Source: an optimization exercise on an open RTL-to-GDS flow (aim: small area and a short achievable clock period). Production flows keep margins and buffers that such runs may drop.
The RTL was checked by simulation tests, not by an equivalence proof against the original design.
Power and IR drop assume default switching activity.

Setup of sierra:
Design rv_step_core, start of the top module:
module rv_step_core (
  input  logic        clk,
  input  logic        rst,
  input  logic        step,
  output logic [5:0]  imem_addr,
  input  logic [31:0] imem_data,
  input  logic        wb_cyc,
  input  logic        wb_stb,
  input  logic [5:0]  wb_adr,
  output logic [31:0] wb_dat,
  output logic        wb_ack
);
  logic [31:0] pa, pp, pg, pb;
  logic [4:0]  psh;
  logic [4:0]  prd;
  logic [9:0]  psel;
  logic        pwr, pld, pst;
  logic        pbr_eq, pbr_sgn;
  logic [3:0]  peq, pltu;
  logic        plts;
  logic [4:0]  rs1, rs2;
  logic [31:0] rf_rs1, rf_rs2;
  logic [31:0] rs1_val, rs2_val;
  logic [31:0] alu_res, ld_data, result;
  logic [4:0]  mem_idx;
  logic        x;
  logic [31:0] mon_reg, mon_mem;
  assign rs1 = imem_data[19:15];
  assign rs2 = imem_data[24:20];
  decode_unit u_decode (
    .clk     (clk),
    .rst     (rst),
    .step    (step),
    .inst    (imem_data),
    .rs1_val (rs1_val),
    .rs2_val (rs2_val),
    .pa      (pa),
    .pp      (pp),
  ...
Size in the first run: about 82 I/O pins, about 110,000 um2 of cells after synthesis.
clock: 10.0 ns
lec_check: 0
cap_margin: 20
core_margin: 2
core_utilization: 50
cts_cluster_diameter: 100
cts_cluster_size: 24
setup_slack_margin: 5
slew_margin: 20
tns_end_percent: 0
standard.sh (not shown) runs the stock make flow with config.mk's settings and CLKGATE_MAP_FILE= SYNTH_SCRIPT=/design/flow/synth_recipe.tcl, a recipe that flattens the netlist after the stock synthesis.
==> flow/flow/run.sh <==
#!/bin/bash
# Layout flow: the standard flow (standard synthesis unchanged) with
#  - the port buffers made from sky130_fd_sc_hd__buf_4 instead of the default
#    choice (a delay buffer),
#  - timing repair allowed to change a cell's footprint, so that such cells
#    can be replaced, and
#  - timing repair aiming further below the clock period (a setup margin of
#    6.5 ns) on the worst path only (TNS_END_PERCENT 0), so that the achieved
#    period keeps improving past 5 ns.
# The constraints (clock period, I/O delays, loads) are the standard flow's, unchanged.
# Each make run writes its full output to a log here; ORFS's own per-step logs
# are under orfs/logs.
set -euo pipefail
bash standard.sh \
  "BUFFER_PORTS_ARGS=-buffer_cell sky130_fd_sc_hd__buf_4" \
  "MATCH_CELL_FOOTPRINT=0" \
  "SETUP_SLACK_MARGIN=6.5" \
  "TNS_END_PERCENT=0" \
  finish > standard_finish.log 2>&1
Input-level comparison between violet and sierra:
Settings: SYNTH_HIERARCHICAL newly set to 1; CORE_UTILIZATION changed from 50 to 40.
==> results.txt <==
- The first-iteration DRC count in sierra is 0.837 times that in violet.
- Between sierra and violet, total instance count after detailed placement increased.
- Between sierra and violet, the difference in sum of internal, switching and leakage power is negligible.
- The via count of violet exceeds that of sierra by 17,845.
- The worst-case setup slack after placement in violet sits 620 ps above the value recorded for sierra.
- Changes observed in violet relative to sierra: worst ir drop on vdd shrank by 0.71%, clock network power share went down.
- Cell type of the slowest stage on the worst timing path = mux4_2: sierra; cell type of the slowest stage on the worst timing path = nand2b_2: violet
- Comparing sierra with violet, the adder-cell area share of the yosys netlist came out essentially unchanged.
- The global-route usage in violet was lower than what sierra gave.
## Diff of input files: zinc against violet
Settings: swapping 40 for 45 in CORE_UTILIZATION; clearing SYNTH_HIERARCHICAL, which used to be 1.
Findings:
Going from violet to zinc, design area shrinks by about 2.6%. Cts-stage hold buffer count came out exactly the same in violet and zinc. Looking at leading cell type in the layout, fill and taps excluded, the mux2i_1 result is from violet; the edfxtp_1 one comes from zinc. zinc: setup skew after layout is 12 ps higher than what violet reported. zinc against violet: global-route wire length before repair now smaller, layout-stage area growth over the synthesis result now larger. Diff violet..zinc | number of routed nets with antenna violations | unchanged. From violet to zinc the numbers moved as follows: overall power consumption fell by about 1.3%, final setup slack of the worst path rose by 58 ps, number of nets in the finished design fell by 2,908.

-- afterwards: timing with drivers on the ports --
In the flow no input, the clock included, has a driving cell. The finished layouts below were timed again as built, in two steps. Step 1: set_driving_cell puts a clkbuf_16 on clk and a buf_2 on each other input, an assumption about the parent block. Step 2 moves the port delays by t, midway between the first and last clock arrival at a register: inputs arrive t later, outputs are due t later. That takes back most of the time a late clock gives input paths. a / b / c = ideal ports / drivers / drivers and shift; a / b = the first two.
| run | shift t [ns] | slack for setup (ns) | hold WS [ns] | cell pins on the clock port's net |
|---|---|---|---|---|
| sierra | 0.910 | 5.283 / 4.811 / 3.901 | 0.425 / 0.425 / 0.425 | 1 |
| violet | 0.920 | 5.194 / 5.255 / 4.335 | 0.427 / 0.427 / 0.427 | 1 |
| zinc | 0.930 | 5.251 / 5.053 / 4.123 | 0.422 / 0.422 / 0.422 | 1 |
After both steps setup and hold are still met in every run listed. The setup slack of sierra, which loses most, moves by -0.472 ns with the drivers and by -1.382 ns with both steps.
